This design comes from an exercise in tuning for small area, a short achievable clock period and few clock cycles per item on the open sky130 flow, not from production work. Where RTL was checked, it was by simulation tests only, not by an equivalence proof against the original.

==> flow/design.v (excerpt) <==
module mlp_seq_accel (
  input  logic        clk,
  input  logic        reset,
  input  logic        start,
  output logic [9:0]  x_addr,
  input  logic [31:0] x_data,
  output logic [19:0] w_addr,
  input  logic [31:0] w_data,
  output logic        rd_en,
  output logic        busy,
  output logic        done,
  output logic [3:0]  predicted_digit,
  output logic [31:0] max_score
);
  localparam logic [3:0] S_IDLE = 4'd0, S_B2 = 4'd1, S_B1 = 4'd2, S_W1 = 4'd3,
                         S_W2 = 4'd4, S_FL = 4'd5, S_W2L = 4'd6, S_EVW = 4'd7,
                         S_EV = 4'd8;
  localparam logic [2:0] T_NONE = 3'd0, T_RFIRST = 3'd1, T_RADD = 3'd2,
                         T_CLR = 3'd3, T_ACC = 3'd4, T_FLUSH = 3'd5, T_EVAL = 3'd6;
  logic [3:0]  st_q, st_n;
  logic [3:0]  k_q, k_n;
  logic [6:0]  h_q, h_n;
  logic [6:0]  g_q, g_n;
  logic [9:0]  i_q, i_n;
  logic [16:0] wp_q, wp_n;
  logic [3:0]  po_q, po_n;
  logic [3:0]  hs_q;
  logic        busy_q, done_q, go_q;
  logic [9:0]  xa_q, xa_n;
  logic [19:0] wa_q, wa_n;
  logic        rd_q, rd_n;
  logic [2:0]  tag0_q, tag0_n, tag1_q, tag2_q;
  logic        f_radd_q, f_acc_q, f_accen_q, f_ringwr_q, f_act_q, f_eval_q;
  logic        accept;
  logic [12:0] w2row;
  assign accept = start && !busy_q && !done_q;
  assign po_n   = (po_q == 4'd9) ? 4'd0 : po_q + 4'd1;
  always_comb begin
    st_n = st_q;
    k_n  = k_q;
    h_n  = h_q;
    g_n  = g_q;
    i_n  = i_q;
    wp_n = wp_q;
    case (st_q)
      S_IDLE: if (go_q) begin
        st_n = S_B2; k_n = 4'd0; h_n = 7'd0; g_n = 7'd0; i_n = 10'd0; wp_n = 17'd0;
      end
  ...
Size: ~5500 cells after synthesis, ~1200 flip-flops, ~140 I/O pins, about 59000 sq um of cells after synthesis.
export LEC_CHECK = 0
export CAP_MARGIN = 20
export CORE_MARGIN = 2
export CORE_UTILIZATION = 45
export SLEW_MARGIN = 20
create_clock -name core_clock -period 13.0 [get_ports {clk}]
standard.sh (not shown) runs the stock make flow with config.mk's settings and CLKGATE_MAP_FILE= SYNTH_SCRIPT=/design/flow/synth_recipe.tcl, a recipe that flattens the netlist after the stock synthesis.
==> flow/flow/run.sh <==
#!/bin/bash
set -uo pipefail
bash standard.sh SETUP_SLACK_MARGIN=9.0 \
  "CTS_ARGS=-sink_clustering_enable -repair_clock_nets -dont_use_dummy_load -sink_clustering_size 30 -sink_clustering_max_diameter 100" \
  finish > flow_make.log 2>&1
The starting point ran to the end with no violations.
Edit:
==> flow/flow/run.sh (replaced) <==
#!/bin/bash
set -uo pipefail
bash standard.sh SETUP_SLACK_MARGIN=9.0 finish > flow_make.log 2>&1
Fmax rises by 0.83%.
Flip-flop and latch count does not change.
Routed wire length rises by 4.2%.
Final area rises by 6.4%.
Final cell count rises by 3.7%.
Function was not checked in any run of this note: the RTL went through the layout flow alone.

---

before:
mlp_seq_accel, a different RTL version from the one above (not shown whole).
Size in the first run: about 5600 cells after synthesis, roughly 1300 flip-flops, ~140 I/O pins.
Settings: LEC_CHECK=0, CAP_MARGIN=20, CORE_MARGIN=2, CORE_UTILIZATION=45, SLEW_MARGIN=20; clock period 13.0 ns.
==> flow/flow/run.sh <==
#!/bin/bash
set -uo pipefail
bash standard.sh SETUP_SLACK_MARGIN=9.2 \
  "CTS_ARGS=-sink_clustering_enable -repair_clock_nets -dont_use_dummy_load -sink_clustering_size 24 -sink_clustering_max_diameter 100" \
  finish > flow_make.log 2>&1
What after does differently from before at the input level:
diff --git a/flow/flow/run.sh b/flow/flow/run.sh
--- a/flow/flow/run.sh
+++ b/flow/flow/run.sh
@@ -3 +3 @@
-bash standard.sh SETUP_SLACK_MARGIN=9.2 \
+bash standard.sh SETUP_SLACK_MARGIN=9.0 \
==> comparison <==
- The flow did not stop early for after: all stages ran, and the layout cleared the timing, design-rule and antenna checks.
- after: non-clock buffer count 54 below before
- Sequential cell area share | after above before
- On routed wire length, after tracks before almost exactly.
No functional check of the RTL was part of any run of this note.

---

job 5821:
Another version of the RTL of mlp_seq_accel (not shown whole).
Size in the first run: ~5700 cells after synthesis, ~1300 flip-flops, roughly 140 I/O pins, ~0.062 mm^2 of cells after synthesis.
==> flow/config.mk <==
export PLATFORM = sky130hd
export DESIGN_NAME = mlp_seq_accel
export DESIGN_NICKNAME = mlp_seq_accel
export VERILOG_FILES = /design/flow/design.v
export SDC_FILE = /design/flow/constraint.sdc
export NUM_CORES = 4
export LEC_CHECK = 0
export CAP_MARGIN = 20
export CORE_MARGIN = 2
export CORE_UTILIZATION = 55
export SLEW_MARGIN = 20
==> flow/constraint.sdc <==
create_clock -name core_clock -period 13.0 [get_ports {clk}]
set_input_delay 2.6000 -clock core_clock [delete_from_list [all_inputs] [get_ports {clk}]]
set_output_delay 2.6000 -clock core_clock [all_outputs]
set_load 0.01 [all_outputs]
==> flow/flow/run.sh <==
#!/bin/bash
set -uo pipefail
bash standard.sh SETUP_SLACK_MARGIN=9.0 TNS_END_PERCENT=5 \
  "CTS_ARGS=-sink_clustering_enable -repair_clock_nets -dont_use_dummy_load -sink_clustering_size 24 -sink_clustering_max_diameter 100" \
  finish > flow_make.log 2>&1
Job 5821 finished every stage and its layout cleared the timing, design-rule and antenna checks.
Testbench counts of job 5821, summed over its fixed seeds: cycles 814,328, items 8.
diff inputs: job 5821 => job 8836
- CORE_UTILIZATION now 45, was 55
--- a/flow/flow/run.sh
+++ b/flow/flow/run.sh
@@ -3 +3 @@
-bash standard.sh SETUP_SLACK_MARGIN=9.0 TNS_END_PERCENT=5 \
+bash standard.sh SETUP_SLACK_MARGIN=9.3 \
Notes after the runs:
Taking job 5821 as 1.0, job 8836 lands at 1.11 on number of rows in the core area.
Per the comparison of job 8836 with job 5821, final cell count picked up an extra 5.7%, standard cell core area picked up an extra 22%, maximum frequency picked up an extra about 8%.
--- input diff job 8836..job 858 ---
--- a/flow/flow/run.sh
+++ b/flow/flow/run.sh
@@ -3 +3 @@
-bash standard.sh SETUP_SLACK_MARGIN=9.3 \
+bash standard.sh SETUP_SLACK_MARGIN=9.0 \
[summary]
Job 858 falls short of job 8836 in register-to-register path setup slack.
Job 858 vs job 8836 — shortest clock period the worst path allows after layout rose 75 ps.
Comparing job 8836 and job 858, the lower flip-flop and latch share of the layout cell area is on job 8836.
Job 858 vs. job 8836: post-CTS setup buffer count dropped about 65%; total vias in the final route dropped 439; routed wire length saw a decrease.
Setup changes, job 858 to job 4264
--- a/flow/flow/run.sh
+++ b/flow/flow/run.sh
@@ -3 +3 @@
-bash standard.sh SETUP_SLACK_MARGIN=9.0 \
+bash standard.sh SETUP_SLACK_MARGIN=9.3 TNS_END_PERCENT=5 \
--- outcome ---
- On job 4264: maximum clock frequency is about 0.4% higher than what job 858 gave.
- Via count: job 4264 higher than job 858
- | accumulated negative setup slack | job 4264 vs job 858 | ≈ equal |
- Worst hold slack: job 858 and job 4264 compared, higher one is job 4264
- In the reports for job 858 and job 4264, the smaller finished layout cell area belongs to job 858.
- The higher post-placement worst setup slack of job 858 and job 4264 is in job 858.

---

Another version of the RTL of mlp_seq_accel (not shown whole).
Size in the first run: ~5,500 cells after synthesis, about 1,300 flip-flops, roughly 60,000 um2 of cells after synthesis.
export LEC_CHECK = 0
export CAP_MARGIN = 20
export CORE_MARGIN = 2
export CORE_UTILIZATION = 45
export SLEW_MARGIN = 20
create_clock -name core_clock -period 13.0 [get_ports {clk}]
==> flow/flow/run.sh <==
#!/bin/bash
set -uo pipefail
bash standard.sh SETUP_SLACK_MARGIN=9.0 TNS_END_PERCENT=5 \
  "CTS_ARGS=-sink_clustering_enable -repair_clock_nets -dont_use_dummy_load -sink_clustering_size 24 -sink_clustering_max_diameter 100" \
  finish > flow_make.log 2>&1
Testbench counts at the start, summed over its fixed seeds: cycles 814,328, items 8.
Then changed:
--- a/flow/flow/run.sh
+++ b/flow/flow/run.sh
@@ -3 +3 @@
-bash standard.sh SETUP_SLACK_MARGIN=9.0 TNS_END_PERCENT=5 \
+bash standard.sh SETUP_SLACK_MARGIN=9.0 \
Settings changed: CORE_UTILIZATION 45 to 40.
What happened: Wire length hardly moves. Sequential share of layout area shrinks by 0.49 points. Cell area grows by 1.3%.
Then changed:
--- a/flow/flow/run.sh
+++ b/flow/flow/run.sh
@@ -3 +3 @@
-bash standard.sh SETUP_SLACK_MARGIN=9.0 \
+bash standard.sh SETUP_SLACK_MARGIN=9.25 \
Settings changed: CORE_UTILIZATION 40 to 45.
Result: Global-route usage grows by 3.4 points. Non-clock buffer count is higher by 75. Wire length increases by 2.4%. Hold slack loses 0.027 ns. Fmax went up by 1.1%.
Then changed:
--- a/flow/flow/run.sh
+++ b/flow/flow/run.sh
@@ -3 +3 @@
-bash standard.sh SETUP_SLACK_MARGIN=9.25 \
+bash standard.sh SETUP_SLACK_MARGIN=9.0 \
Outcome: The new run finished with timing, DRC and antenna clean. Fmax rose by 0.34%. Utilization went down by 1.2 points. Final area went down by 2.4%.

static timing again, ports no longer ideal:
In the flow no input, the clock included, has a driving cell. The finished layouts below were timed again as built, in two steps.
Step 1 assumes that a clkbuf_16 drives the clock port and a buf_2 every other input.
Step 2 also shifts input and output timing later by t, the mid clock arrival at the registers, as if the neighbouring blocks saw the same clock.
a / b / c = ideal ports / drivers / drivers and shift; a / b = the first two.
run	t (ns)	setup WS [ns]	hold slack, ns	cell pins on the clock port's net
the first run of note 1	0.752	8.727 / 8.727 / 8.727	0.310 / 0.310 / 0.310	1
the second run of note 1	0.819	8.762 / 8.762 / 8.762	0.284 / 0.284 / 0.284	1
before	0.756	8.955 / 8.955 / 8.955	0.278 / 0.278 / 0.278	1
after	0.758	8.900 / 8.900 / 8.900	0.295 / 0.295 / 0.295	1
job 5821	0.720	8.824 / 8.748 / 8.858	0.297 / 0.297 / 0.297	1
job 8836	0.729	9.132 / 9.052 / 8.859	0.293 / 0.293 / 0.293	1
job 858	0.738	9.057 / 8.974 / 8.907	0.281 / 0.281 / 0.281	1
job 4264	0.722	9.073 / 8.996 / 8.933	0.311 / 0.311 / 0.311	1
the first run of note 4	0.774	8.793 / 8.711 / 8.899	0.278 / 0.278 / 0.278	1
the second run of note 4	0.758	8.952 / 8.952 / 8.952	0.290 / 0.290 / 0.290	1
the third run of note 4	0.736	8.998 / 8.998 / 8.998	0.263 / 0.263 / 0.263	1
the fourth run of note 4	0.775	9.012 / 8.966 / 9.012	0.278 / 0.278 / 0.278	1
After both steps every run listed still meets setup and hold. For job 8836, which loses most, drivers alone change the setup slack by -0.080 ns; drivers and shift together by -0.273 ns. The worst setup slack also covers recovery checks on asynchronous resets.
